Context: an optimization exercise on an open-source flow, tuned for small area, a short achievable clock period and few clock cycles. The choices shown serve that exercise and are no tape-out recipe. Only simulation tests tie the RTL to the original design; equivalence was not proved.

[flow/run.sh]
#!/bin/bash
# synth_recipe.tcl (not shown) runs the flow's synth.tcl, then flattens the netlist and writes it again
# the make line also repeats each setting of config.mk as NAME=value (left out here)
make -C /OpenROAD-flow-scripts/flow DESIGN_CONFIG=/design/flow/config.mk WORK_HOME=/design/flow/orfs CLKGATE_MAP_FILE= SYNTH_SCRIPT=/design/flow/synth_recipe.tcl finish
[flow/config.mk]
export PLATFORM = sky130hd
export DESIGN_NAME = id_range_scanner
export DESIGN_NICKNAME = id_range_scanner
export VERILOG_FILES = /design/flow/design.v
export SDC_FILE = /design/flow/constraint.sdc
export NUM_CORES = 4
export LEC_CHECK = 0
export ABC_AREA = 1
export CAP_MARGIN = 20
export CORE_MARGIN = 2
export CORE_UTILIZATION = 45
export SLEW_MARGIN = 20
[flow/constraint.sdc]
create_clock -name core_clock -period 4.2 [get_ports {clk}]
set_input_delay 0.8400 -clock core_clock [delete_from_list [all_inputs] [get_ports {clk}]]
set_output_delay 0.8400 -clock core_clock [all_outputs]
set_load 0.01 [all_outputs]
[flow/design.v]
`default_nettype none
package id_range_pkg;
    localparam int ID_W       = 40;
    localparam int MAX_DIGITS = 13;
    localparam int SUM_W      = 64;
    localparam int COUNT_W    = 40;
    localparam int NDIG_W     = 4;
    localparam int BIT_CNT_W  = $clog2(ID_W + 1);
    typedef logic [ID_W-1:0] id_t;
    typedef logic [3:0]      digit_t;
    typedef digit_t [MAX_DIGITS-1:0] bcd_t;
    typedef struct packed {
        id_t lo;
        id_t hi;
    } range_t;
    typedef struct packed {
        logic valid;
        logic last;
        id_t  value;
        bcd_t digits;
    } candidate_t;
    typedef struct packed {
        logic valid;
        logic last;
        logic invalid;
        id_t  value;
    } verdict_t;
endpackage
`default_nettype wire
`timescale 1ns/1ps
`default_nettype none
module irs_side #(
    parameter bit STRICT = 1'b1    
) (
    input  logic        clk,
    input  logic        load,
    input  logic [39:0] x_in,
    input  logic        conv,
    input  logic        scan,
    input  logic        scan_first,
    output logic [3:0]  ndig,
    output logic        fin_next,
    output logic [19:0] slot0,
    output logic [13:0] slot1,
    output logic [6:0]  slot2,
    output logic [6:1]  f
);
    localparam int K  = 5;     
    localparam int PL = 10;    
    logic [29:0] x;
    logic [51:0] bcd;
    logic [3:0]  k;       
    logic [2:0]  c;       
    logic [12:0] pa;      
    logic [12:0] ph;      
    logic [23:0] dl;      
    logic [6:1]  dec;
    logic [6:1]  lt;
    function automatic logic [3:0] add3(input logic [3:0] i);
        add3[3] = i[3] | (i[2] & i[0]) | (i[2] & i[1]);
        add3[2] = (i[3] & i[0]) | (i[2] & ~i[1] & ~i[0]);
        add3[1] = (i[3] & ~i[0]) | (~i[2] & i[1]) | (i[1] & i[0]);
        add3[0] = (i[3] & ~i[0]) | (~i[3] & ~i[2] & i[0]) | (i[2] & i[1] & ~i[0]);
    endfunction
    function automatic logic [51:0] dabble(input logic [51:0] b_in, input logic [K-1:0] bits);
        logic [51:0] b;
        b = b_in;
        for (int s = K - 1; s >= 0; s--) begin
            for (int i = 0; i < 13; i++) begin
                b[4*i +: 4] = add3(b[4*i +: 4]);
            end
            b = {b[50:0], bits[s]};
        end
        dabble = b;
    endfunction
    function automatic logic [15:0] first_bcd(input logic [PL-1:0] bits);
        logic [15:0] b;
        b = '0;
        for (int s = PL - 1; s >= 0; s--) begin
            for (int i = 0; i < 4; i++) begin
                b[4*i +: 4] = add3(b[4*i +: 4]);
            end
            b = {b[14:0], bits[s]};
        end
        first_bcd = b;
    endfunction
    function automatic logic [2:0] p_of(input logic [3:0] dg, input int j);
        logic [2:0] r;
        r = 3'd0;
        case (j)
            0: case (dg)
                   4'd2, 4'd3, 4'd5, 4'd7, 4'd11: r = 3'd1;
                   4'd4:  r = 3'd2;
                   4'd6:  r = 3'd3;
                   4'd8:  r = 3'd4;
                   4'd9:  r = 3'd3;
                   4'd10: r = 3'd5;
                   4'd12: r = 3'd6;
                   default: r = 3'd0;
               endcase
            1: case (dg)
                   4'd6, 4'd10: r = 3'd2;
                   4'd12: r = 3'd4;
                   default: r = 3'd0;
               endcase
            default: case (dg)
                   4'd6, 4'd10: r = 3'd1;
                   4'd12: r = 3'd2;
                   default: r = 3'd0;
               endcase
        endcase
        p_of = r;
    endfunction
    function automatic logic [3:0] pick(input logic [51:0] b, input logic [12:0] sel);
        logic [3:0] r;
        r = 4'd0;
        for (int i = 0; i < 13; i++) begin
            r = r | (b[4*i +: 4] & {4{sel[i]}});
        end
        pick = r;
    endfunction
    logic [12:0] lead;
    logic [3:0]  ndig_c;
    always_comb begin
        logic seen;
        seen   = 1'b0;
        ndig_c = 4'd0;
        for (int i = 12; i >= 0; i--) begin
            lead[i] = !seen && (bcd[4*i +: 4] != 4'd0);
            if (lead[i]) ndig_c = 4'(i + 1);
            seen = seen | lead[i];
        end
    end
    logic [12:0] pa_c;
    logic [3:0]  da, db, dh;
    logic        va, vb;
    logic [6:1]  dec_n;
    logic [6:1]  lt_n;
    logic [19:0] vnew;
    logic [2:0]  p0, p1, p2;
    assign pa_c = scan_first ? lead : pa;
    assign da   = pick(bcd, pa_c);
    assign db   = pick(bcd, {1'b0, pa_c[12:1]});
    assign dh   = pick(bcd, ph);
    assign va   = (pa_c != 13'd0);
    assign vb   = (pa_c[12:1] != 12'd0);
    assign p0   = p_of(ndig, 0);
    assign p1   = p_of(ndig, 1);
    assign p2   = p_of(ndig, 2);
    assign fin_next = (pa_c[12:2] == 11'd0);
    always_comb begin
        for (int p = 1; p <= 6; p++) begin
            logic [3:0] ua, ub;
            logic       ma, mb;
            ua = dl[4*(p-1) +: 4];
            ub = (p == 1) ? da : dl[4*(p-2) +: 4];
            ma = va && (k >= 4'(p)) && (da != ua);
            mb = vb && (k + 4'd1 >= 4'(p)) && (db != ub);
            dec_n[p] = dec[p] | ma | mb;
            lt_n[p]  = dec[p] ? lt[p] : (ma ? (da < ua) : (db < ub));
            f[p]     = dec[p] ? lt[p] : ~STRICT;
        end
    end
    assign vnew = {slot0[16:0], 3'b000} + {slot0[18:0], 1'b0} + 20'(dh);
    always_ff @(posedge clk) begin
        if (load) begin
            x     <= x_in[29:0];
            bcd   <= {36'd0, first_bcd(x_in[39:30])};
            k     <= 4'd0;
            c     <= 3'd0;
            dec   <= '0;
            slot0 <= '0;
        end else if (conv) begin
            bcd <= dabble(bcd, x[29:25]);
            x   <= {x[24:0], 5'd0};
        end else if (scan) begin
            if (scan_first) ndig <= ndig_c;
            k   <= k + 4'd2;
            c   <= c + 3'd1;
            pa  <= {2'b00, pa_c[12:2]};
            ph  <= scan_first ? {1'b0, lead[12:1]} : {1'b0, ph[12:1]};
            dl  <= {dl[15:0], da, db};
            dec <= dec_n;
            lt  <= lt_n;
            if (scan_first) begin
                slot0 <= 20'(da);
                slot2 <= 7'(da);
            end else begin
                if (4'(c) < 4'(p0)) slot0 <= vnew;
                if (4'(c) + 4'd1 == 4'(p1)) slot1 <= vnew[13:0];
                if (4'(c) + 4'd1 == 4'(p2)) slot2 <= vnew[6:0];
            end
        end
    end
endmodule
module id_range_scanner (
    input  logic               clk,
    input  logic               reset,
    input  logic               start,
    input  logic [79:0]        range_in,
    output logic               busy,
    output logic               done,
    output logic [63:0]        sum,
    output logic [39:0]        invalid_count
);
    localparam int NCONV = 6;    
    localparam int SW = 59;
    localparam int CW = 20;
    typedef enum logic [2:0] {
        S_IDLE, S_CONV, S_SCAN, S_FILL, S_TERM, S_HORN, S_MULT
    } st_t;
    st_t           state;
    logic          accept;
    logic          empty;
    logic [2:0]    ccnt;
    logic          first;
    logic [SW-1:0] acc_sum;
    logic [CW-1:0] acc_cnt;
    assign sum           = {{(64 - SW){1'b0}}, acc_sum};
    assign invalid_count = {{(40 - CW){1'b0}}, acc_cnt};
    logic [3:0]  dh, dl;
    logic        fin_h, fin_l;
    logic [19:0] h0, l0;
    logic [13:0] h1, l1;
    logic [6:0]  h2, l2;
    logic [6:1]  fh, fl;
    assign accept = (state == S_IDLE) && start;
    irs_side #(.STRICT(1'b1)) u_hi (
        .clk(clk), .load(accept), .x_in(range_in[39:0]),
        .conv(state == S_CONV), .scan(state == S_SCAN), .scan_first(first),
        .ndig(dh), .fin_next(fin_h), .slot0(h0), .slot1(h1), .slot2(h2), .f(fh)
    );
    irs_side #(.STRICT(1'b0)) u_lo (
        .clk(clk), .load(accept), .x_in(range_in[79:40]),
        .conv(state == S_CONV), .scan(state == S_SCAN), .scan_first(first),
        .ndig(dl), .fin_next(fin_l), .slot0(l0), .slot1(l1), .slot2(l2), .f(fl)
    );
    function automatic logic [1:0] nterms(input logic [3:0] dg);
        case (dg)
            4'd2, 4'd3, 4'd4, 4'd5, 4'd7, 4'd8, 4'd9, 4'd11: nterms = 2'd1;
            4'd6, 4'd10, 4'd12: nterms = 2'd3;
            default: nterms = 2'd0;
        endcase
    endfunction
    function automatic logic [2:0] p_of(input logic [3:0] dg, input logic [1:0] j);
        logic [2:0] r;
        r = 3'd0;
        case (j)
            2'd0: case (dg)
                   4'd2, 4'd3, 4'd5, 4'd7, 4'd11: r = 3'd1;
                   4'd4:  r = 3'd2;
                   4'd6:  r = 3'd3;
                   4'd8:  r = 3'd4;
                   4'd9:  r = 3'd3;
                   4'd10: r = 3'd5;
                   4'd12: r = 3'd6;
                   default: r = 3'd0;
               endcase
            2'd1: case (dg)
                   4'd6, 4'd10: r = 3'd2;
                   4'd12: r = 3'd4;
                   default: r = 3'd0;
               endcase
            default: case (dg)
                   4'd6, 4'd10: r = 3'd1;
                   4'd12: r = 3'd2;
                   default: r = 3'd0;
               endcase
        endcase
        p_of = r;
    endfunction
    function automatic logic [19:0] pw10m1(input logic [2:0] p);
        case (p)
            3'd1: pw10m1 = 20'd9;
            3'd2: pw10m1 = 20'd99;
            3'd3: pw10m1 = 20'd999;
            3'd4: pw10m1 = 20'd9999;
            3'd5: pw10m1 = 20'd99999;
            3'd6: pw10m1 = 20'd999999;
            default: pw10m1 = 20'd0;
        endcase
    endfunction
    function automatic logic rdig(input logic [3:0] i, input logic [2:0] p);
        case (p)
            3'd1:    rdig = 1'b1;
            3'd2:    rdig = !i[0];
            3'd3:    rdig = (i == 4'd0) || (i == 4'd3) || (i == 4'd6) || (i == 4'd9);
            3'd4:    rdig = (i == 4'd0) || (i == 4'd4) || (i == 4'd8);
            3'd5:    rdig = (i == 4'd0) || (i == 4'd5) || (i == 4'd10);
            3'd6:    rdig = (i == 4'd0) || (i == 4'd6);
            default: rdig = 1'b0;
        endcase
    endfunction
    logic [3:0]  td;       
    logic [1:0]  tj;       
    logic [3:0]  dlast;    
    logic        more;     
    logic [3:0]  d_first, d_last_c;
    logic [3:0]  td_c;
    logic [1:0]  tj_c;
    logic [2:0]  p_c;
    logic [19:0] bh_c, bl_c;
    logic [3:0]  nx_d;
    logic [1:0]  nx_j;
    logic        nx_more;
    assign d_first  = (dl < 4'd2) ? 4'd2 : dl;
    assign d_last_c = (dh > 4'd12) ? 4'd12 : dh;
    assign td_c     = (state == S_FILL) ? d_first : td;
    assign tj_c     = (state == S_FILL) ? 2'd0 : tj;
    assign p_c      = p_of(td_c, tj_c);
    always_comb begin
        logic [19:0] sh, sl;
        logic        ffh, ffl;
        case (tj_c)
            2'd0:    begin sh = h0;      sl = l0;      end
            2'd1:    begin sh = 20'(h1); sl = 20'(l1); end
            default: begin sh = 20'(h2); sl = 20'(l2); end
        endcase
        ffh = 1'b0;
        ffl = 1'b0;
        for (int q = 1; q <= 6; q++) begin
            if (p_c == 3'(q)) begin
                ffh = fh[q];
                ffl = fl[q];
            end
        end
        bh_c = (td_c == dh) ? sh - 20'(ffh) : pw10m1(p_c);
        bl_c = (td_c == dl) ? sl - 20'(ffl) : pw10m1(p_c - 3'd1);
    end
    always_comb begin
        if (2'(tj_c + 2'd1) < nterms(td_c)) begin
            nx_d = td_c;
            nx_j = tj_c + 2'd1;
        end else begin
            nx_d = td_c + 4'd1;
            nx_j = 2'd0;
        end
        nx_more = (nx_d <= ((state == S_FILL) ? d_last_c : dlast));
    end
    logic          pend;     
    logic [19:0]   bh_r, bl_r;
    logic [2:0]    p_r;
    logic          neg_r;
    logic [3:0]    dmp_r;    
    logic [20:0] n;
    logic [21:0] s;      
    logic        nz;
    assign n  = {1'b0, bh_r} - {1'b0, bl_r};
    assign s  = ({2'b00, bh_r} ^ {22{neg_r}}) + ({2'b00, bl_r} ^ {22{neg_r}}) + 22'd1;
    assign nz = (n != 21'd0);
    logic [SW-1:0] y;
    logic [21:0]   s_r;      
    logic [19:0]   n_r;
    logic          half;     
    logic          cnt_due;  
    logic [3:0]    hq;       
    logic [2:0]    tp;
    logic          neg;
    logic mult_last, take, fin_now;
    assign mult_last = (state == S_MULT) && (n_r[19:1] == 19'd0);
    assign take      = pend && ((state == S_TERM) || mult_last);
    assign fin_now   = ((state == S_TERM) || mult_last) && (!pend || (!nz && !more));
    always_ff @(posedge clk or posedge reset) begin
        if (reset) begin
            state <= S_IDLE;
            busy  <= 1'b0;
            done  <= 1'b0;
        end else begin
            done <= 1'b0;
            case (state)
                S_IDLE: begin
                    if (start) begin
                        state <= S_CONV;
                        busy  <= 1'b1;
                    end
                end
                S_CONV: begin
                    if (ccnt == 3'(NCONV - 1)) begin
                        if (empty) begin
                            state <= S_IDLE;
                            busy  <= 1'b0;
                            done  <= 1'b1;
                        end else begin
                            state <= S_SCAN;
                        end
                    end
                end
                S_SCAN: begin
                    if (fin_h && fin_l) state <= S_FILL;
                end
                S_FILL: begin
                    if (d_first > d_last_c) begin
                        state <= S_IDLE;
                        busy  <= 1'b0;
                        done  <= 1'b1;
                    end else begin
                        state <= S_TERM;
                    end
                end
                S_HORN: begin
                    if (hq == 4'd0) state <= S_MULT;
                end
                S_TERM, S_MULT: begin
                    if (fin_now) begin
                        state <= S_IDLE;
                        busy  <= 1'b0;
                        done  <= 1'b1;
                    end else if (take) begin
                        state <= nz ? S_HORN : S_TERM;
                    end
                end
                default: state <= S_IDLE;
            endcase
        end
    end
    always_ff @(posedge clk) begin
        first <= (state == S_CONV);
        case (state)
            S_IDLE: begin
                if (start) begin
                    empty   <= (range_in[79:40] > range_in[39:0]);
                    ccnt    <= 3'd0;
                    acc_sum <= '0;
                    acc_cnt <= '0;
                end
            end
            S_CONV: begin
                ccnt <= ccnt + 3'd1;
            end
            S_HORN: begin
                y  <= {y[SW-4:0], 3'd0} + {y[SW-2:0], 1'b0} + (rdig(hq, tp) ? SW'(signed'(s_r)) : SW'(0));
                hq <= hq - 4'd1;
                if (cnt_due) begin
                    acc_cnt <= neg ? acc_cnt - (half ? {n_r[CW-2:0], 1'b0} : n_r)
                                   : acc_cnt + (half ? {n_r[CW-2:0], 1'b0} : n_r);
                    cnt_due <= 1'b0;
                end
            end
            S_MULT: begin
                if (n_r[0]) acc_sum <= acc_sum + y;
                if (!mult_last) begin
                    y   <= {y[SW-2:0], 1'b0};
                    n_r <= {1'b0, n_r[19:1]};
                end
            end
            default: ;
        endcase
        if (take) begin
            cnt_due <= 1'b1;
            neg     <= neg_r;
            tp      <= p_r;
            hq      <= dmp_r - 4'd1;
            if (n[0]) begin
                half <= 1'b0;
                n_r  <= n[19:0];
                s_r  <= {s[21], s[21:1]};
                y    <= SW'(signed'({s[21], s[21:1]}));
            end else begin
                half <= 1'b1;
                n_r  <= n[20:1];
                s_r  <= s;
                y    <= SW'(signed'(s));
            end
        end
        if (state == S_FILL || take) begin
            if (state == S_FILL || more) begin
                pend  <= 1'b1;
                bh_r  <= bh_c;
                bl_r  <= bl_c;
                p_r   <= p_c;
                neg_r <= (tj_c == 2'd2);
                dmp_r <= td_c - 4'(p_c);
                td    <= nx_d;
                tj    <= nx_j;
                more  <= nx_more;
            end else begin
                pend  <= 1'b0;
            end
        end
        if (state == S_FILL) dlast <= d_last_c;
    end
endmodule
`default_nettype wire
==> results.ini, run 1 <==
[critical_path]
cp-start-kind = flop
path_max_fanout = 10
arrival_ns = 4.92
path_class = flop to flop
critPathCaptureType = flop
required_ns = 4.61

[layout]
mostFrequentLayoutCells = nand2_1, inv_1, nor2_1
nNetsFinal = 8959
final_common_cell = nand2_1
post-route-util_pct = 54.4
post_route_cells_drive_above_1_share_pct = 13.9
finalInstanceArea_sq_um = 67200
final_cells = 10100
antenna_cells = 0
synthToLayoutAreaGrowth_pct = 20.1

[synth]
netlist_area_sq_um = 55900
yosysWarningCount = 3
synth_cells = 7896
seq_area_frac_synth_pct = 31.8
synth.avg_cell_area_sq_um = 7.08
ys_ff_latch = 643
async_flop_share_pct = 0.778
ys.flop_type = edfxtp_1
synth.distinct_cells = 87
synth_edf_count = 490

[global_route]
overflow = 0
grt_max_degree = 124
antenna_found_initial = 0
grt.total_usage_pct = 26.0
grt_pass1_vias = 51900
grt_pass1_wl_um = 270000

[min_path]
hp-class = input pin to async pin

[timing]
slew_headroom_pct = 36.4
period_share_pct = 107
layout_min_cycle_time_ns = 4.51
hold_violations = 0
slew_viol_final = 0
rsz0062_at_grt = true
finalWorstSetupSlack_ns = -0.306
finClkSkew_ns = 0.0321
tns_ns = -5.48
fmax_mhz = 222
worst_pin_slew_ns = 0.954
finalSetupViolCount = 35

[cts]
cts.clk_slew.worst_paths_ns = 0.06
numCtsBuffers = 82
cts.htree.levels = 3
cts.sink_count = 643
cts_root_buffer = clkbuf_16
postCtsHoldBufs = 0
clk_latency_ns = 0.68
cts_tree = yes
clock_path_buffers = 3

[floorplan]
die-area_sq_um = 127000
initial_core_util_pct = 45.3
io_pins = 189
std_cell_rows = 129
die_w_um = 357
die_y_um = 357
core_area_sq_um = 123000

[drt]
dr_total_vias = 54800
drt_first_pass_iters = 8
viasPerCell = 5.41
drt-initial-drc-count = 3998
routedWlPerCell_um = 16.9
drt_wl_total_um = 171000
ant_nets = 0
drc = 0

[placement]
io_buffer_count = 163
placed_area_sq_um = 62200
hpwl_um = 131000
dp.cells = 9903
gp_congestion = 0.919

[outcome]
violatedChecks = setup timing
status = failed layout checks

[job]
cap_viol_max_count = 0

-- area by class of cell --
cell class	count	area, sq um
Fill cell	11800	56300
Multi-Input combinational cell	5849	34600
Sequential cell	643	17800
Timing Repair Buffer	618	5350
Inverter	1225	4610
Clock buffer	99	2190
Tap cell	1637	2050
Clock inverter	50	599
-- metrics by stage --
stage	worst slack [ns]	hold WS, ns
2_1_floorplan	-0.171	0.400
5_1_grt	-0.507	0.413
4_1_cts	-0.200	0.367
3_3_place_gp	-0.334	0.406
3_5_place_dp	-0.361	0.431
6_report	-0.306	0.387
-- timing repair --
item / CTS / global route
pin swaps: 30 / 87
setup endpoints to repair: 57 / 88
resized for setup: 148 / 286
gates cloned: 2 / 1
setup buffers: 25 / 49
-- critical path, cell delays in order, from the launching register on --
cell and delay [ns]:
edfxtp_1 0.45, buf_4 0.18, nor4_4 0.28, o21ai_2 0.10, a2bb2oi_2 0.17, nor2_4 0.09
buf_12 0.15, nor2_4 0.10, buf_6 0.14, buf_8 0.18, fa_1 0.47, ha_4 0.29
buf_4 0.14, nand2_1 0.07, nor2_1 0.08, inv_1 0.08, o21ai_1 0.22, a21oi_2 0.05
o211ai_1 0.40, nand2_1 0.10, o211ai_1 0.12, or2_4 0.15, nand3_1 0.05, nand2_1 0.11
nand2_1 0.05
-- state kept, by name, indices dropped and copies added (netlist names), 22 cells and up --
register,flops
y,59
s_r,22
u_lo.bcd,52
u_hi.x,30
u_hi.dl,24
u_lo.dl,24
acc_sum,59
u_lo.x,30
u_hi.bcd,52
-- path summary, 6_finish.rpt --
check	startpoint	slack (ns)	endpoint	cells after the start
worst max-delay path	hq[3]	-0.31	y[55]	24
worst min-delay path	reset	0.39	busy	2
worst max register to register	hq[3]	-0.31	y[55]	24
worst min register to register	p_r[2]	0.44	tp[2]	0
max in group asynchronous	reset	3.61	state[2]	2
min in group core_clock	p_r[2]	0.44	tp[2]	0
-- logic make-up after synthesis --
logic type | synth area share [%]
buf+inv | 9.98
simple gates | 24.4
fa+ha+maj | 11.1
other cells | 0.00670
xor+xnor | 2.43
mux | 0.0537
flops | 31.8
compound gates | 20.2
-- synthesized netlist by cell type (all sizes together), types with 78 or more instances --
cell type	number	area, sq um
xor2	116	1020
nand3	304	1570
clkbuf	120	450
nand2	1850	7070
a21oi	629	3220
dfxtp	148	2960
nand4	78	571
ha	393	4920
o21ai	772	3970
nor2	873	3470
nor3	78	455
o22ai	101	666
a31oi	111	694
buf	83	529
inv	1220	4580
edfxtp	490	14700
-- per-layer routing --
metal | up-vias | share of wire, % | global-route usage [%]
met5 | - | 0 | 0
met4 | 0 | 2.7 | 7.14
met3 | 237 | 4.2 | 2.87
met2 | 1176 | 49 | 46.0
met1 | 25800 | 44 | 33.4
li1 | 27600 | - | -
Testbench counts, summed over its fixed seeds: cycles 4,614.
==> run 2, diff against run 1 <==
--- a/flow/design.v
+++ b/flow/design.v
@@ -45,15 +45,17 @@
     output logic [6:0]  slot2,
     output logic [6:1]  f
 );
-    localparam int K  = 5;     
+    localparam int K  = 6;     
     localparam int PL = 10;    
-    logic [29:0] x;
+    logic [29:0] x;       
     logic [51:0] bcd;
-    logic [3:0]  k;       
     logic [2:0]  c;       
     logic [12:0] pa;      
     logic [12:0] ph;      
     logic [23:0] dl;      
+    logic [3:0]  k;
+    assign dl = x[23:0];
+    assign k  = {c, 1'b0};
     logic [6:1]  dec;
     logic [6:1]  lt;
     function automatic logic [3:0] add3(input logic [3:0] i);
@@ -166,20 +168,18 @@
         if (load) begin
             x     <= x_in[29:0];
             bcd   <= {36'd0, first_bcd(x_in[39:30])};
-            k     <= 4'd0;
             c     <= 3'd0;
             dec   <= '0;
             slot0 <= '0;
         end else if (conv) begin
-            bcd <= dabble(bcd, x[29:25]);
-            x   <= {x[24:0], 5'd0};
+            bcd <= dabble(bcd, x[29:24]);
+            x   <= {x[23:0], 6'd0};
         end else if (scan) begin
             if (scan_first) ndig <= ndig_c;
-            k   <= k + 4'd2;
             c   <= c + 3'd1;
             pa  <= {2'b00, pa_c[12:2]};
             ph  <= scan_first ? {1'b0, lead[12:1]} : {1'b0, ph[12:1]};
-            dl  <= {dl[15:0], da, db};
+            x[23:0] <= {dl[15:0], da, db};
             dec <= dec_n;
             lt  <= lt_n;
             if (scan_first) begin
@@ -203,9 +203,10 @@
     output logic [63:0]        sum,
     output logic [39:0]        invalid_count
 );
-    localparam int NCONV = 6;    
+    localparam int NCONV = 5;    
     localparam int SW = 59;
     localparam int CW = 20;
+    localparam int HW = 43;
     typedef enum logic [2:0] {
         S_IDLE, S_CONV, S_SCAN, S_FILL, S_TERM, S_HORN, S_MULT
     } st_t;
@@ -355,6 +356,7 @@
     logic          cnt_due;  
     logic [3:0]    hq;       
     logic [2:0]    tp;
+    logic          rbit;     
     logic          neg;
     logic mult_last, take, fin_now;
     assign mult_last = (state == S_MULT) && (n_r[19:1] == 19'd0);
@@ -428,7 +430,9 @@
                 ccnt <= ccnt + 3'd1;
             end
             S_HORN: begin
-                y  <= {y[SW-4:0], 3'd0} + {y[SW-2:0], 1'b0} + (rdig(hq, tp) ? SW'(signed'(s_r)) : SW'(0));
+                y  <= SW'(signed'(HW'({y[HW-4:0], 3'd0} + {y[HW-2:0], 1'b0}
+                                       + (rbit ? HW'(signed'(s_r)) : HW'(0)))));
+                rbit <= rdig(hq - 4'd1, tp);
                 hq <= hq - 4'd1;
                 if (cnt_due) begin
                     acc_cnt <= neg ? acc_cnt - (half ? {n_r[CW-2:0], 1'b0} : n_r)
@@ -450,6 +454,7 @@
             neg     <= neg_r;
             tp      <= p_r;
             hq      <= dmp_r - 4'd1;
+            rbit    <= rdig(dmp_r - 4'd1, p_r);
             if (n[0]) begin
                 half <= 1'b0;
                 n_r  <= n[19:0];
==> results.ini, run 2 <==
[outcome]
status = failed layout checks
violatedChecks = setup timing

[timing]
hold_violations = 0  ; unchanged
layout_min_cycle_time_ns = 4.29  ; -0.217 ns
period_share_pct = 102  ; -5.2 points
slew_headroom_pct = 31.3  ; -5.1 points
finalSetupViolCount = 6  ; -83%
finClkSkew_ns = 0.0315  ; -0.000545 ns
worst_pin_slew_ns = 1.03  ; +0.0768 ns
slew_viol_final = 0  ; unchanged
whs_ns = 0.441  ; +0.0540 ns
fmax_mhz = 233  ; +5.1%
finalWorstSetupSlack_ns = -0.0887  ; +0.217 ns
tns_ns = -0.302  ; +5.17 ns
rsz0062_at_grt = true

[cts]
postCtsHoldBufs = 0  ; unchanged
clk_latency_ns = 0.67  ; about the same
cts.sink_count = 590  ; -8.2%
cts_root_buffer = clkbuf_16
cts.clk_slew.worst_paths_ns = 0.07  ; about the same
clock_path_buffers = 3  ; unchanged
cts.htree.levels = 3  ; unchanged
numCtsBuffers = 76  ; -7.3%
cts_tree = yes

[drt]
m1WireLength_um = 78700  ; +4.2%
routedWlPerCell_um = 17.0  ; +0.46%
drc = 0  ; unchanged
drt_first_pass_iters = 6  ; -2
highest_layer = met4
drt_wl_total_um = 171000  ; -0.18%
met3_length_um = 7750  ; +6.8%
ant_nets = 0  ; unchanged
dr_total_vias = 54900  ; +0.18%
viasPerCell = 5.45  ; +0.82%
met2_length_um = 80400  ; -4.2%
drt-initial-drc-count = 4294  ; +7.4%

[synth]
synth_compound_area_share_pct = 20.4  ; +0.17 points
netlist_area_sq_um = 55300  ; -1.1%
synth_cells = 8068  ; +2.2%
synth_top_family_by_area = simple AND/OR/NAND/NOR gates
synth-simple-area-share_pct = 27.7  ; +3.3 points
yosysWarningCount = 3  ; unchanged
ys.flop_type = edfxtp_1
ys_ff_latch = 590  ; -8.2%
synth.avg_cell_area_sq_um = 6.85  ; -3.3%
async_flop_share_pct = 0.847  ; +0.070 points
synth_area_leaders = edfxtp_1, nand2_1, ha_1
post-synth-top-count-cell = nand2_1
synth_common_cells = nand2_1, inv_1, nor2_1, o21ai_0, a21oi_1
seq_area_frac_synth_pct = 29.4  ; -2.4 points
synthAdderAreaFrac_pct = 10.2  ; -0.84 points
synthXorXnorAreaFrac_pct = 2.17  ; -0.26 points
synth_edf_count = 443  ; -9.6%
yosys.area.top_type = edfxtp_1
synthMuxAreaShare_pct = 0.109  ; +0.055 points
yosys.area.top_type_share_pct = 24.1  ; -2.2 points
synth.distinct_cells = 89  ; +2.3%

[critical_path]
path_class = flop to flop
arrival_ns = 4.68  ; -0.24 ns
critPathCaptureType = flop
required_ns = 4.59  ; -0.02 ns
cp_top_family = simple AND/OR/NAND/NOR gates
path_buf_inv = 8  ; +2
crit_top_cell = nor2_4
cp-start-kind = flop
worst_path_max_delay_cell = dfrtp_1
ff2ff_setup_slack_ns = -0.09  ; +0.22 ns
critical_path.max_stage_delay_ns = 0.41  ; -0.06 ns
path_max_fanout = 4  ; -6

[layout]
reg_top3 = acc_sum (59), y (59)
synthToLayoutAreaGrowth_pct = 14.4
nNetsFinal = 8876  ; -0.93%
final_common_cell = nand2_1
mostFrequentLayoutCells = nand2_1, inv_1, nor2_1
post-route-util_pct = 51.9  ; -2.5 points
final_cells = 10100  ; -0.63%
post_route_cells_drive_above_1_share_pct = 10.7  ; -3.1 points
antenna_cells = 0  ; unchanged

[placement]
io_buffer_count = 163  ; unchanged
gp_congestion = 0.954  ; +3.8%
dp.cells = 9894  ; -0.091%
hpwl_um = 135000  ; +3.1%

[global_route]
overflow = 0  ; unchanged
grt_pass1_wl_um = 271000  ; +0.35%
grt_pass1_vias = 51300  ; -1.2%
antenna_found_initial = 1  ; +1
grt.total_usage_pct = 26.4  ; +0.35 points
grt_max_degree = 127  ; +2.4%

[job]
cap_viol_max_count = 0  ; unchanged

[floorplan]
initial_core_util_pct = 45.4  ; +0.067 points
core_area_sq_um = 122000  ; -1.3%
std_cell_rows = 128  ; -0.78%
die_y_um = 355  ; -0.57%
die_w_um = 355  ; -0.57%
io_pins = 189  ; unchanged
die-area_sq_um = 126000  ; -1.1%

[min_path]
hp-class = input pin to async pin

run 2: cell types whose count changed in the layout (fill, tap and decap cells not counted), moves of 27 or more:
cell	before	now
ha_4	48	5
edfxtp_1	490	443
a21oi_1	562	523
nor2_2	62	35
buf_4	415	224
a21oi_2	58	27
inv_1	1127	1033
nand2_2	76	45
a31oi_1	99	136
nor2_1	774	656
inv_2	90	160
nand3_1	285	386
nand2_1	1760	2175
run 2: path summary, 6_finish.rpt:
check | start | to | cells past startpoint
hold reg to reg | dlast[0] | dlast[0] | 2
min in group core_clock | dlast[0] | dlast[0] | 2
setup reg to reg | state[2] | bh_r[8] | 31
setup / recovery | state[2] | bh_r[8] | 31
hold / removal | reset | busy | 2
max in group asynchronous | reset | state[0] | 2
run 2: per-stage QoR:
stage               setup WS (ns)  instance area, sq um
finish                    -0.0887                 63200
floorplan                  -0.179                 55600
detailed placement         -0.178                 60100
CTS                       -0.0176                 62700
global placement           -0.119                 60100
global route               -0.346                 63200
run 2: cell type report:
cell class              instances  area (sq um)
repair buffers                401          3560
fillers                     12100         58600
multi-input cells            6085         34200
clock inverters                43           442
inverters                    1215          4600
flip-flops and latches        590         16300
well taps                    1625          2030
clock buffers                  98          2130
run 2: layer usage:
layer  up-vias  GRT usage (%)
li1      27700              -
met2      1319           44.7
met1     25600           35.9
met4         0           6.74
met5         -              0
met3       227           2.63
run 2: repair_timing:
item,4_1_cts,5_1_grt
setup endpoints to repair,8,65
resized for setup,10,109
buffers inserted,8,14
cloned,0,0
pin swaps,11,44
run 2: cells by family after synthesis:
group	after synthesis
buffers and inverters	1417
AND/OR/NAND/NOR	3609
flip-flops	590
multiplexers	6
AO/OA/AOI/OAI	1884
XOR/XNOR	137
other	1
adder cells (fa/ha/maj)	424
Testbench counts of run 2, summed over its fixed seeds: cycles 4,358.
==> run 3, diff against run 2 <==
--- a/flow/design.v
+++ b/flow/design.v
@@ -1,30 +1,49 @@
 `default_nettype none
 package id_range_pkg;
-    localparam int ID_W       = 40;
-    localparam int MAX_DIGITS = 13;
-    localparam int SUM_W      = 64;
-    localparam int COUNT_W    = 40;
-    localparam int NDIG_W     = 4;
-    localparam int BIT_CNT_W  = $clog2(ID_W + 1);
-    typedef logic [ID_W-1:0] id_t;
-    typedef logic [3:0]      digit_t;
-    typedef digit_t [MAX_DIGITS-1:0] bcd_t;
-    typedef struct packed {
-        id_t lo;
-        id_t hi;
-    } range_t;
-    typedef struct packed {
-        logic valid;
-        logic last;
-        id_t  value;
-        bcd_t digits;
-    } candidate_t;
-    typedef struct packed {
-        logic valid;
-        logic last;
-        logic invalid;
-        id_t  value;
-    } verdict_t;
+    function automatic logic [64:0] add_sk(input logic [63:0] a, input logic [63:0] b,
+                                           input logic cin);
+        logic [63:0] g, p, gg, pp;
+        g = a & b;
+        p = a ^ b;
+        gg = g;
+        pp = p;
+        gg[0] = g[0] | (p[0] & cin);
+        for (int d = 1; d < 64; d = d * 2) begin
+            for (int i = 0; i < 64; i++) begin
+                if (((i / d) % 2) == 1) begin
+                    gg[i] = gg[i] | (pp[i] & gg[(i / d) * d - 1]);
+                    pp[i] = pp[i] & pp[(i / d) * d - 1];
+                end
+            end
+        end
+        add_sk = {gg[63], p ^ {gg[62:0], cin}};
+    endfunction
+    function automatic logic [64:0] add_bk(input logic [63:0] a, input logic [63:0] b,
+                                           input logic cin);
+        logic [63:0] g, p, gg, pp;
+        g = a & b;
+        p = a ^ b;
+        gg = g;
+        pp = p;
+        gg[0] = g[0] | (p[0] & cin);
+        for (int d = 1; d < 64; d = d * 2) begin
+            for (int i = 2 * d - 1; i < 64; i += 2 * d) begin
+                gg[i] = gg[i] | (pp[i] & gg[i - d]);
+                pp[i] = pp[i] & pp[i - d];
+            end
+        end
+        for (int d = 16; d >= 1; d = d / 2) begin
+            for (int i = 3 * d - 1; i < 64; i += 2 * d) begin
+                gg[i] = gg[i] | (pp[i] & gg[i - d]);
+                pp[i] = pp[i] & pp[i - d];
+            end
+        end
+        add_bk = {gg[63], p ^ {gg[62:0], cin}};
+    endfunction
+    function automatic logic [127:0] csa(input logic [63:0] a, input logic [63:0] b,
+                                         input logic [63:0] c);
+        csa = {(a & b) | (a & c) | (b & c), a ^ b ^ c};
+    endfunction
 endpackage
 `default_nettype wire
 `timescale 1ns/1ps
@@ -39,6 +58,7 @@
     input  logic        scan,
     input  logic        scan_first,
     output logic [3:0]  ndig,
+    output logic [3:0]  ndig_now,
     output logic        fin_next,
     output logic [19:0] slot0,
     output logic [13:0] slot1,
@@ -52,6 +72,7 @@
     logic [2:0]  c;       
     logic [12:0] pa;      
     logic [12:0] ph;      
+    logic [3:0]  dh;      
     logic [23:0] dl;      
     logic [3:0]  k;
     assign dl = x[23:0];
@@ -134,7 +155,7 @@
         end
     end
     logic [12:0] pa_c;
-    logic [3:0]  da, db, dh;
+    logic [3:0]  da, db;
     logic        va, vb;
     logic [6:1]  dec_n;
     logic [6:1]  lt_n;
@@ -143,7 +164,7 @@
     assign pa_c = scan_first ? lead : pa;
     assign da   = pick(bcd, pa_c);
     assign db   = pick(bcd, {1'b0, pa_c[12:1]});
-    assign dh   = pick(bcd, ph);
+    assign ndig_now = ndig_c;
     assign va   = (pa_c != 13'd0);
     assign vb   = (pa_c[12:1] != 12'd0);
     assign p0   = p_of(ndig, 0);
@@ -163,7 +184,13 @@
             f[p]     = dec[p] ? lt[p] : ~STRICT;
         end
     end
-    assign vnew = {slot0[16:0], 3'b000} + {slot0[18:0], 1'b0} + 20'(dh);
+    always_comb begin
+        logic [127:0] cs;
+        logic [64:0]  r;
+        cs   = id_range_pkg::csa(64'({slot0[16:0], 3'b000}), 64'({slot0[18:0], 1'b0}), 64'(dh));
+        r    = id_range_pkg::add_sk(64'(cs[19:0]), 64'({cs[82:64], 1'b0}), 1'b0);
+        vnew = r[19:0];
+    end
     always_ff @(posedge clk) begin
         if (load) begin
             x     <= x_in[29:0];
@@ -178,7 +205,8 @@
             if (scan_first) ndig <= ndig_c;
             c   <= c + 3'd1;
             pa  <= {2'b00, pa_c[12:2]};
-            ph  <= scan_first ? {1'b0, lead[12:1]} : {1'b0, ph[12:1]};
+            ph  <= scan_first ? {2'b00, lead[12:2]} : {1'b0, ph[12:1]};
+            dh  <= scan_first ? db : pick(bcd, ph);
             x[23:0] <= {dl[15:0], da, db};
             dec <= dec_n;
             lt  <= lt_n;
@@ -219,7 +247,7 @@
     logic [CW-1:0] acc_cnt;
     assign sum           = {{(64 - SW){1'b0}}, acc_sum};
     assign invalid_count = {{(40 - CW){1'b0}}, acc_cnt};
-    logic [3:0]  dh, dl;
+    logic [3:0]  dh, dl, dh_now, dl_now;
     logic        fin_h, fin_l;
     logic [19:0] h0, l0;
     logic [13:0] h1, l1;
@@ -229,12 +257,12 @@
     irs_side #(.STRICT(1'b1)) u_hi (
         .clk(clk), .load(accept), .x_in(range_in[39:0]),
         .conv(state == S_CONV), .scan(state == S_SCAN), .scan_first(first),
-        .ndig(dh), .fin_next(fin_h), .slot0(h0), .slot1(h1), .slot2(h2), .f(fh)
+        .ndig(dh), .ndig_now(dh_now), .fin_next(fin_h), .slot0(h0), .slot1(h1), .slot2(h2), .f(fh)
     );
     irs_side #(.STRICT(1'b0)) u_lo (
         .clk(clk), .load(accept), .x_in(range_in[79:40]),
         .conv(state == S_CONV), .scan(state == S_SCAN), .scan_first(first),
-        .ndig(dl), .fin_next(fin_l), .slot0(l0), .slot1(l1), .slot2(l2), .f(fl)
+        .ndig(dl), .ndig_now(dl_now), .fin_next(fin_l), .slot0(l0), .slot1(l1), .slot2(l2), .f(fl)
     );
     function automatic logic [1:0] nterms(input logic [3:0] dg);
         case (dg)
@@ -296,23 +324,17 @@
     logic [1:0]  tj;       
     logic [3:0]  dlast;    
     logic        more;     
-    logic [3:0]  d_first, d_last_c;
-    logic [3:0]  td_c;
-    logic [1:0]  tj_c;
     logic [2:0]  p_c;
     logic [19:0] bh_c, bl_c;
+    logic        fh_c, fl_c;
     logic [3:0]  nx_d;
     logic [1:0]  nx_j;
     logic        nx_more;
-    assign d_first  = (dl < 4'd2) ? 4'd2 : dl;
-    assign d_last_c = (dh > 4'd12) ? 4'd12 : dh;
-    assign td_c     = (state == S_FILL) ? d_first : td;
-    assign tj_c     = (state == S_FILL) ? 2'd0 : tj;
-    assign p_c      = p_of(td_c, tj_c);
+    assign p_c = p_of(td, tj);
     always_comb begin
         logic [19:0] sh, sl;
         logic        ffh, ffl;
-        case (tj_c)
+        case (tj)
             2'd0:    begin sh = h0;      sl = l0;      end
             2'd1:    begin sh = 20'(h1); sl = 20'(l1); end
             default: begin sh = 20'(h2); sl = 20'(l2); end
@@ -325,29 +347,47 @@
                 ffl = fl[q];
             end
         end
-        bh_c = (td_c == dh) ? sh - 20'(ffh) : pw10m1(p_c);
-        bl_c = (td_c == dl) ? sl - 20'(ffl) : pw10m1(p_c - 3'd1);
+        bh_c = (td == dh) ? sh : pw10m1(p_c);
+        bl_c = (td == dl) ? sl : pw10m1(p_c - 3'd1);
+        fh_c = (td == dh) && ffh;
+        fl_c = (td == dl) && ffl;
     end
     always_comb begin
-        if (2'(tj_c + 2'd1) < nterms(td_c)) begin
-            nx_d = td_c;
-            nx_j = tj_c + 2'd1;
+        if (2'(tj + 2'd1) < nterms(td)) begin
+            nx_d = td;
+            nx_j = tj + 2'd1;
         end else begin
-            nx_d = td_c + 4'd1;
+            nx_d = td + 4'd1;
             nx_j = 2'd0;
         end
-        nx_more = (nx_d <= ((state == S_FILL) ? d_last_c : dlast));
+        nx_more = (nx_d <= dlast);
     end
     logic          pend;     
     logic [19:0]   bh_r, bl_r;
+    logic          fh_r, fl_r;
     logic [2:0]    p_r;
     logic          neg_r;
     logic [3:0]    dmp_r;    
     logic [20:0] n;
     logic [21:0] s;      
     logic        nz;
-    assign n  = {1'b0, bh_r} - {1'b0, bl_r};
-    assign s  = ({2'b00, bh_r} ^ {22{neg_r}}) + ({2'b00, bl_r} ^ {22{neg_r}}) + 22'd1;
+    always_comb begin
+        logic [64:0]  rn, rs;
+        logic [127:0] cs;
+        logic [20:0]  nbl;
+        logic [1:0]   kn;
+        logic [21:0]  ks;
+        nbl = ~{1'b0, bl_r};
+        kn  = 2'd1 - 2'(fh_r) + 2'(fl_r);
+        cs  = id_range_pkg::csa(64'(bh_r), 64'(nbl), 64'(kn));
+        rn  = id_range_pkg::add_bk(64'(cs[20:0]), 64'({cs[83:64], 1'b0}), 1'b0);
+        ks  = neg_r ? 22'd1 + 22'(fh_r) + 22'(fl_r) : 22'd1 - 22'(fh_r) - 22'(fl_r);
+        cs  = id_range_pkg::csa(64'({2'b00, bh_r} ^ {22{neg_r}}), 64'({2'b00, bl_r} ^ {22{neg_r}}),
+                                64'(ks));
+        rs  = id_range_pkg::add_bk(64'(cs[21:0]), 64'({cs[84:64], 1'b0}), 1'b0);
+        n   = rn[20:0];
+        s   = rs[21:0];
+    end
     assign nz = (n != 21'd0);
     logic [SW-1:0] y;
     logic [21:0]   s_r;      
@@ -359,6 +399,28 @@
     logic          rbit;     
     logic          neg;
     logic mult_last, take, fin_now;
+    logic [40:0]   hi_ge_lo;
+    logic [HW-1:0] horner;
+    logic [CW-1:0] cnt_next;
+    logic [SW-1:0] sum_next;
+    always_comb begin
+        logic [64:0]  r;
+        logic [127:0] cs;
+        logic [CW-1:0] nc;
+        logic [39:0]   nlo;
+        nlo      = ~range_in[79:40];
+        r        = id_range_pkg::add_bk(64'(range_in[39:0]), 64'(nlo), 1'b1);
+        hi_ge_lo = r[40:0];
+        cs       = id_range_pkg::csa(64'({y[HW-4:0], 3'd0}), 64'({y[HW-2:0], 1'b0}),
+                                     rbit ? 64'(HW'(signed'(s_r))) : 64'd0);
+        r        = id_range_pkg::add_sk(64'(cs[HW-1:0]), 64'({cs[64+HW-2:64], 1'b0}), 1'b0);
+        horner   = r[HW-1:0];
+        nc       = half ? {n_r[CW-2:0], 1'b0} : n_r;
+        r        = id_range_pkg::add_bk(64'(acc_cnt), 64'(nc ^ {CW{neg}}), neg);
+        cnt_next = r[CW-1:0];
+        r        = id_range_pkg::add_sk(64'(acc_sum), 64'(y), 1'b0);
+        sum_next = r[SW-1:0];
+    end
     assign mult_last = (state == S_MULT) && (n_r[19:1] == 19'd0);
     assign take      = pend && ((state == S_TERM) || mult_last);
     assign fin_now   = ((state == S_TERM) || mult_last) && (!pend || (!nz && !more));
@@ -391,7 +453,7 @@
                     if (fin_h && fin_l) state <= S_FILL;
                 end
                 S_FILL: begin
-                    if (d_first > d_last_c) begin
+                    if (td > dlast) begin
                         state <= S_IDLE;
                         busy  <= 1'b0;
                         done  <= 1'b1;
@@ -420,7 +482,7 @@
         case (state)
             S_IDLE: begin
                 if (start) begin
-                    empty   <= (range_in[79:40] > range_in[39:0]);
+                    empty   <= !hi_ge_lo[40];
                     ccnt    <= 3'd0;
                     acc_sum <= '0;
                     acc_cnt <= '0;
@@ -430,18 +492,16 @@
                 ccnt <= ccnt + 3'd1;
             end
             S_HORN: begin
-                y  <= SW'(signed'(HW'({y[HW-4:0], 3'd0} + {y[HW-2:0], 1'b0}
-                                       + (rbit ? HW'(signed'(s_r)) : HW'(0)))));
+                y  <= SW'(signed'(horner));
                 rbit <= rdig(hq - 4'd1, tp);
                 hq <= hq - 4'd1;
                 if (cnt_due) begin
-                    acc_cnt <= neg ? acc_cnt - (half ? {n_r[CW-2:0], 1'b0} : n_r)
-                                   : acc_cnt + (half ? {n_r[CW-2:0], 1'b0} : n_r);
+                    acc_cnt <= cnt_next;
                     cnt_due <= 1'b0;
                 end
             end
             S_MULT: begin
-                if (n_r[0]) acc_sum <= acc_sum + y;
+                if (n_r[0]) acc_sum <= sum_next;
                 if (!mult_last) begin
                     y   <= {y[SW-2:0], 1'b0};
                     n_r <= {1'b0, n_r[19:1]};
@@ -472,9 +532,11 @@
                 pend  <= 1'b1;
                 bh_r  <= bh_c;
                 bl_r  <= bl_c;
+                fh_r  <= fh_c;
+                fl_r  <= fl_c;
                 p_r   <= p_c;
-                neg_r <= (tj_c == 2'd2);
-                dmp_r <= td_c - 4'(p_c);
+                neg_r <= (tj == 2'd2);
+                dmp_r <= td - 4'(p_c);
                 td    <= nx_d;
                 tj    <= nx_j;
                 more  <= nx_more;
@@ -482,7 +544,11 @@
                 pend  <= 1'b0;
             end
         end
-        if (state == S_FILL) dlast <= d_last_c;
+        if (state == S_SCAN && first) begin
+            td    <= (dl_now < 4'd2) ? 4'd2 : dl_now;
+            tj    <= 2'd0;
+            dlast <= (dh_now > 4'd12) ? 4'd12 : dh_now;
+        end
     end
 endmodule
 `default_nettype wire
==> results.ini, run 3 <==
[global_route]
grt_pass1_wl_um = 242000  ; -11%
grt.total_usage_pct = 24.3  ; -2.0 points
overflow = 0  ; unchanged
grt_pass1_vias = 46300  ; -9.7%
antenna_found_initial = 0  ; -1
grt_max_degree = 86  ; -32%

[cts]
clk_latency_ns = 0.66  ; about the same
postCtsHoldBufs = 0  ; unchanged
numCtsBuffers = 77  ; +1.3%
cts.htree.levels = 3  ; unchanged
cts.sink_count = 610  ; +3.4%
cts.clk_slew.worst_paths_ns = 0.06  ; about the same
clock_path_buffers = 3  ; unchanged
cts_root_buffer = clkbuf_16
cts_tree = yes

[drt]
routedWlPerCell_um = 16.4  ; -3.6%
viasPerCell = 5.35  ; -1.9%
drt-initial-drc-count = 3469  ; -19%
drt_first_pass_iters = 5  ; -1
ant_nets = 0  ; unchanged
dr_total_vias = 49900  ; -9.0%
drt_wl_total_um = 153000  ; -11%
drc = 0  ; unchanged

[timing]
finClkSkew_ns = 0.0334  ; +0.00189 ns
slew_viol_final = 0  ; unchanged
period_share_pct = 96.7  ; -5.5 points
rsz0062_at_grt = true
slew_headroom_pct = 32.8  ; +1.5 points
hold_violations = 0  ; unchanged
worst_pin_slew_ns = 0.983  ; -0.0477 ns
finalSetupViolCount = 0  ; -6
fmax_mhz = 246  ; +5.6%
layout_min_cycle_time_ns = 4.06  ; -0.229 ns

[layout]
post-route-util_pct = 51.4  ; -0.46 points
mostFrequentLayoutCells = nand2_1, inv_1, nor2_1
final_common_cell = nand2_1
post_route_cells_drive_above_1_share_pct = 8.55  ; -2.2 points
reg_top3 = acc_sum (59), y (59)
fill_cells = 11600  ; -3.9%
antenna_cells = 0  ; unchanged
synthToLayoutAreaGrowth_pct = 13.0
nNetsFinal = 8324  ; -6.2%
final-seq-area_sq_um = 16800  ; +3.1%
multiInputGateArea_sq_um = 32500  ; -4.8%
final_cells = 9328  ; -7.2%

[synth]
synth_edf_count = 454  ; +2.5%
post-synth-top-count-cell = nand2_1
ys.flop_type = edfxtp_1
yosys.area.top_type = edfxtp_1
synth_cells = 7514  ; -6.9%
seq_area_frac_synth_pct = 31.2  ; +1.8 points
yosysWarningCount = 3  ; unchanged
synth.avg_cell_area_sq_um = 7.16  ; +4.4%
synth_area_leaders = edfxtp_1, nand2_1, ha_1
synth.distinct_cells = 88  ; -1.1%
netlist_area_sq_um = 53800  ; -2.7%
ys_ff_latch = 610  ; +3.4%
yosys.area.top_type_share_pct = 25.3  ; +1.3 points
async_flop_share_pct = 0.820  ; -0.028 points
synth_common_cells = nand2_1, inv_1, nor2_1, edfxtp_1, nand3_1

[floorplan]
die-area_sq_um = 122000  ; -2.7%
die_y_um = 350  ; -1.4%
initial_core_util_pct = 45.5  ; +0.12 points
core_area_sq_um = 118000  ; -3.0%
die_w_um = 350  ; -1.4%
io_pins = 189  ; unchanged
std_cell_rows = 126  ; -1.6%

[critical_path]
r2r.worst_path.cells = 21  ; -32%
worstSetupStartpoint = fl_r
path_depth = 21  ; -32%
critPathCaptureType = flop
critical_path.max_stage_delay_ns = 0.44  ; +0.03 ns
worst_path_max_delay_cell = fa_1
path_max_fanout = 7  ; +3
ff2ff_setup_slack_ns = 0.14  ; +0.23 ns
worstReg2RegStart = fl_r
worstSetupEndpoint = y[36]
cp-start-kind = flop
reg2reg_to = y[36]
cp_top_family = adder cells
arrival_ns = 4.45  ; -0.23 ns
required_ns = 4.59  ; about the same
path_buf_inv = 4  ; -4
path_class = flop to flop
worstPathCellList = ha_2, inv_2, nor2_4, buf_6, fa_1, ha_4, buf_4, nand3_2, o21ai_2, nand3_2, o21ai_2, nand3_1, nand2_2, a21oi_2, o21bai_2, a21oi_2, fa_2, xor2_4, nand2_8, buf_6, o21ai_0

[placement]
dp.cells = 9158  ; -7.4%
hpwl_um = 118000  ; -13%
io_buffer_count = 163  ; unchanged
gp_congestion = 0.906  ; -5.0%

[job]
cap_viol_max_count = 0  ; unchanged

[outcome]
status = no timing/DRC/antenna violations

[min_path]
hp-class = flop to flop

[run 3: repair_timing]
item	4_1_cts	5_1_grt
resized for setup	3	98
setup endpoints to repair	7	54
pin swaps	0	44
setup buffers	1	20
endpoints found under the hold margin	0	0
gates cloned	0	6
[run 3: final cells by class]
class                           instances  area share [%]
Clock buffer                           96            3.37
Inverter                             1122            6.93
Timing Repair Buffer                  297            4.73
Multi-Input combinational cell       5620            53.5
Clock inverter                         47           0.677
Sequential cell                       610            27.6
Tap cell                             1536            3.16
[run 3: worst register-to-register path: cells and delay by family, from the launching register on]
kind | cells | cell delay (ns)
adder cells (fa/ha/maj) | 4 | 1.35
AND/OR/NAND/NOR | 6 | 0.75
AO/OA/AOI/OAI | 6 | 0.69
buffers and inverters | 4 | 0.46
flip-flops | 1 | 0.37
XOR/XNOR | 1 | 0.19
[run 3: worst min-delay path by stage]
stage	slack (ns)	end	startpoint	cells after the start
final	0.45	u_hi.slot1[0]	u_hi.dh[0]	0
after CTS	0.45	u_hi.slot1[0]	u_hi.dh[0]	0
after global placement	0.45	u_hi.slot1[0]	u_hi.dh[0]	0
after global routing	0.48	u_hi.slot1[0]	u_hi.dh[0]	0
after floorplan	0.43	u_hi.slot1[0]	u_hi.dh[0]	0
after detailed placement	0.44	u_hi.slot1[0]	u_hi.dh[0]	0
[run 3: cell families after synthesis]
group,count (synthesis),synth area share [%]
xor+xnor,151,2.46
other cells,1,0.00697
buf+inv,1308,9.47
mux,3,0.0558
fa+ha+maj,513,13.5
flops,610,31.2
simple gates,3503,27.4
compound gates,1425,15.9
[run 3: routing by layer]
metal / track usage (%) / up-vias / share of wire (%)
met5: 0 / - / 0
met4: 6.96 / 0 / 2.7
met3: 2.67 / 219 / 4.5
met2: 41.3 / 1134 / 47
met1: 32.7 / 23200 / 46
li1: - / 25400 / -
[run 3: through the flow]
stage	hold WS (ns)	cell area, sq um	setup WS (ns)	TNS (ns)
finish	0.453	60800	0.140	0
detailed placement	0.439	57600	-0.0180	-0.0479
global placement	0.448	57600	0.0615	0
global route	0.476	60800	-0.0945	-0.955
floorplan	0.427	54000	-0.257	-8.19
CTS	0.453	60100	0.0119	0
Testbench counts of run 3, summed over its fixed seeds: cycles 4,358.
==> run 4, diff against run 3 <==
--- a/flow/design.v
+++ b/flow/design.v
@@ -80,17 +80,18 @@
     logic [6:1]  dec;
     logic [6:1]  lt;
     function automatic logic [3:0] add3(input logic [3:0] i);
-        add3[3] = i[3] | (i[2] & i[0]) | (i[2] & i[1]);
-        add3[2] = (i[3] & i[0]) | (i[2] & ~i[1] & ~i[0]);
-        add3[1] = (i[3] & ~i[0]) | (~i[2] & i[1]) | (i[1] & i[0]);
-        add3[0] = (i[3] & ~i[0]) | (~i[3] & ~i[2] & i[0]) | (i[2] & i[1] & ~i[0]);
+        logic ge5;
+        ge5  = i[3] | (i[2] & (i[1] | i[0]));
+        add3 = {ge5, ge5 ? {i[3] & i[0], (i[3] & ~i[0]) | (i[1] & i[0]),
+                            (i[3] & ~i[0]) | (i[2] & i[1] & ~i[0])}
+                         : i[2:0]};
     endfunction
     function automatic logic [51:0] dabble(input logic [51:0] b_in, input logic [K-1:0] bits);
         logic [51:0] b;
         b = b_in;
         for (int s = K - 1; s >= 0; s--) begin
             for (int i = 0; i < 13; i++) begin
-                b[4*i +: 4] = add3(b[4*i +: 4]);
+                if (i <= ((s == 0) ? 11 : (s <= 3) ? 10 : 9)) b[4*i +: 4] = add3(b[4*i +: 4]);
             end
             b = {b[50:0], bits[s]};
         end
@@ -381,14 +382,14 @@
         kn  = 2'd1 - 2'(fh_r) + 2'(fl_r);
         cs  = id_range_pkg::csa(64'(bh_r), 64'(nbl), 64'(kn));
         rn  = id_range_pkg::add_bk(64'(cs[20:0]), 64'({cs[83:64], 1'b0}), 1'b0);
+        nz  = ((cs[20:0] ^ {cs[83:64], 1'b0}) != ({cs[19:0], 1'b0} | {cs[82:64], 2'b00}));
         ks  = neg_r ? 22'd1 + 22'(fh_r) + 22'(fl_r) : 22'd1 - 22'(fh_r) - 22'(fl_r);
         cs  = id_range_pkg::csa(64'({2'b00, bh_r} ^ {22{neg_r}}), 64'({2'b00, bl_r} ^ {22{neg_r}}),
                                 64'(ks));
-        rs  = id_range_pkg::add_bk(64'(cs[21:0]), 64'({cs[84:64], 1'b0}), 1'b0);
+        rs  = id_range_pkg::add_sk(64'(cs[21:0]), 64'({cs[84:64], 1'b0}), 1'b0);
         n   = rn[20:0];
         s   = rs[21:0];
     end
-    assign nz = (n != 21'd0);
     logic [SW-1:0] y;
     logic [21:0]   s_r;      
     logic [19:0]   n_r;
--- a/flow/config.mk
+++ b/flow/config.mk
@@ -9,4 +9,5 @@
 export CAP_MARGIN = 20
 export CORE_MARGIN = 2
 export CORE_UTILIZATION = 45
+export SETUP_SLACK_MARGIN = 0.2
 export SLEW_MARGIN = 20
==> results.ini, run 4 <==
[critical_path]
cp-start-kind = flop
critPathCaptureType = flop
cp_top_family = adder cells
path_class = flop to flop
critical_path.max_stage_delay_ns = 0.48  ; +0.04 ns
worstPathCellList = ha_4, inv_1, nor2_4, buf_12, buf_12, fa_1, ha_1, a21oi_1, o21ai_1, a21oi_2, o31ai_4, a21o_1, a21o_1, nand2_1, nand2_1, nand2_4, clkbuf_16, o21ai_0
worst_path_max_delay_cell = fa_1
arrival_ns = 4.23  ; -0.22 ns
path_max_fanout = 12  ; +5
required_ns = 4.58  ; about the same
path_buf_inv = 4  ; unchanged

[layout]
antenna_cells = 0  ; unchanged
final_common_cell = nand2_1
nNetsFinal = 8273  ; -0.61%
mostFrequentLayoutCells = nand2_1, inv_1, nor2_1
reg_top3 = acc_sum (59), y (59)
post_route_cells_drive_above_1_share_pct = 7.14  ; -1.4 points
synthToLayoutAreaGrowth_pct = 12.8

[placement]
hpwl_um = 118000  ; about the same
gp_congestion = 0.932  ; +2.8%
io_buffer_count = 163  ; unchanged

[floorplan]
io_pins = 189  ; unchanged
core_area_sq_um = 118000  ; -0.27%
die_y_um = 348  ; -0.36%
die_w_um = 348  ; -0.36%
initial_core_util_pct = 45.3  ; -0.21 points
die-area_sq_um = 121000  ; -0.73%
std_cell_rows = 126  ; unchanged

[min_path]
hp-class = input pin to async pin

[job]
cap_viol_max_count = 0  ; unchanged

[timing]
fmax_mhz = 260  ; +5.6%
tns_ns = 0  ; unchanged
rsz0062_at_grt = true
period_share_pct = 91.6  ; -5.1 points
layout_min_cycle_time_ns = 3.85  ; -0.214 ns
worst_pin_slew_ns = 1.07  ; +0.0903 ns
hold_violations = 0  ; unchanged
slew_viol_final = 0  ; unchanged
slew_headroom_pct = 28.5  ; -4.3 points
whs_ns = 0.416  ; -0.0367 ns
finClkSkew_ns = 0.0357  ; +0.00232 ns
finalSetupViolCount = 0  ; unchanged

[drt]
viasPerCell = 5.35  ; about the same
ant_nets = 0  ; unchanged
drt_wl_total_um = 153000  ; about the same
m1WireLength_um = 69200  ; -0.52%
drt_first_pass_iters = 8  ; +3
met2_length_um = 72500  ; +0.31%
drt-initial-drc-count = 3686  ; +6.3%
drc = 0  ; unchanged
dr_total_vias = 49600  ; -0.70%
routedWlPerCell_um = 16.5  ; +0.70%
met3_length_um = 6320  ; -8.3%
highest_layer = met5

[global_route]
grt_pass1_wl_um = 244000  ; +0.72%
grt.total_usage_pct = 24.6  ; +0.28 points
antenna_found_initial = 3  ; +3
grt_pass1_vias = 46600  ; +0.47%
overflow = 0  ; unchanged
grt_max_degree = 93  ; +8.1%

[cts]
cts_root_buffer = clkbuf_16
cts.htree.levels = 3  ; unchanged
cts_tree = yes
clock_path_buffers = 3  ; unchanged
cts.sink_count = 610  ; unchanged
postCtsHoldBufs = 0  ; unchanged
cts.clk_slew.worst_paths_ns = 0.06  ; about the same
clk_latency_ns = 0.66  ; about the same
numCtsBuffers = 76  ; -1.3%

[synth]
post-synth-top-count-cell = nand2_1
synth.avg_cell_area_sq_um = 7.17  ; +0.12%
async_flop_share_pct = 0.820  ; unchanged
synth_edf_count = 454  ; unchanged
synth.distinct_cells = 84  ; -4.5%
synth_area_leaders = edfxtp_1, nand2_1, ha_1
ys.flop_type = edfxtp_1
netlist_area_sq_um = 53400  ; -0.74%
yosys.area.top_type_share_pct = 25.5  ; +0.19 points
synth_common_cells = nand2_1, inv_1, nor2_1, nand3_1, edfxtp_1
synth_cells = 7450  ; -0.85%
yosys.area.top_type = edfxtp_1
seq_area_frac_synth_pct = 31.4  ; +0.23 points
ys_ff_latch = 610  ; unchanged
yosysWarningCount = 3  ; unchanged

[outcome]
status = no timing/DRC/antenna violations

## run 4: cell count changes in the layout (fill, tap and decap cells not counted), sizes merged, moves of 15 or more
cell | previous run | this run
and2 | 28 | 3
clkbuf | 99 | 114
ha | 401 | 419
inv | 1122 | 1055
nand2 | 2240 | 2064
nand3 | 469 | 620
nand4 | 71 | 125
nor2 | 582 | 678
nor3 | 51 | 36
o21ai | 577 | 552
o221ai | 51 | 13
o22ai | 81 | 47
xor2 | 115 | 140
## run 4: layout make-up
| type | count | area (sq um) |
|---|---|---|
| clock buffer | 112 | 2170 |
| clock inverter | 27 | 272 |
| fill | 11600 | 57700 |
| inverter | 1057 | 3970 |
| multi-input combinational | 5634 | 32300 |
| sequential | 610 | 16800 |
| tap | 1536 | 1920 |
| timing repair buffer | 286 | 2790 |
## run 4: kinds of logic after synthesis
logic type,Yosys count,share of synthesized area (%)
mux,5,0.0984
fa+ha+maj,525,13.8
xor+xnor,177,2.90
simple gates,3582,28.4
compound gates,1320,14.4
buf+inv,1230,8.90
other cells,1,0.00702
flops,610,31.4
## run 4: worst paths after layout
check                            from            end  slack, ns  cells past startpoint
min                             reset           done       0.42                      2
max reg2reg                      fh_r          y[29]       0.35                     18
max                              fh_r          y[29]       0.35                     18
max in group asynchronous       reset       state[1]       3.59                      2
min in group core_clock    u_hi.dh[0]  u_hi.slot1[0]       0.46                      0
min reg2reg                u_hi.dh[0]  u_hi.slot1[0]       0.46                      0
## run 4: repair_timing
item | in CTS | in global routing
resized for setup | 17 | 48
buffers inserted | 3 | 20
cloned | 0 | 4
pin swaps | 3 | 20
endpoints found under the setup margin | 43 | 70
## run 4: stage by stage
stage / worst slack [ns] / instance area, sq um / instances / util [%]
finish: 0.354 / 60200 / 9262 / 51.1
global route: 0.0724 / 60200 / 9262 / 51.1
CTS: 0.205 / 59800 / 9238 / 50.7
detailed placement: 0.00531 / 57200 / 9096 / 48.5
global placement: 0.0421 / 57200 / 9096 / 48.5
floorplan: 0.201 / 53600 / 7474 / -
## run 4: layer usage
| metal | track usage [%] | vias to the layer above |
|---|---|---|
| li1 | - | 25200 |
| met1 | 32.5 | 23100 |
| met2 | 42.2 | 1063 |
| met3 | 2.32 | 227 |
| met4 | 8.03 | 6 |
| met5 | 0 | - |
Testbench counts of run 4, summed over its fixed seeds: cycles 4,358.

## re-timing with driven ports
How much do the figures lean on ideal ports? The routed layouts below were timed once more, with nothing changed but the port constraints. Step 1 assumes that a clkbuf_16 drives the clock port and a buf_2 every other input. Step 2 times the ports against the registers' clock, not the clock port: input delays grow and output delays shrink by t, the midpoint of the rising clock arrivals with the driver on. a / b / c = ideal ports / drivers / drivers and shift; a / b = the first two.
run | shift t [ns] | slack for setup (ns) | clock arrival spread, ns
run 1 | 0.736 | -0.306 / -0.306 / -0.306 | 0.032 / 0.032
run 2 | 0.736 | -0.089 / -0.089 / -0.089 | 0.034 / 0.033
run 3 | 0.722 | 0.140 / 0.140 / 0.140 | 0.034 / 0.034
run 4 | 0.720 | 0.354 / 0.354 / 0.290 | 0.038 / 0.037
The setup slack of run 4, which loses most, moves by 0.000 ns with the drivers and by -0.064 ns with both steps.
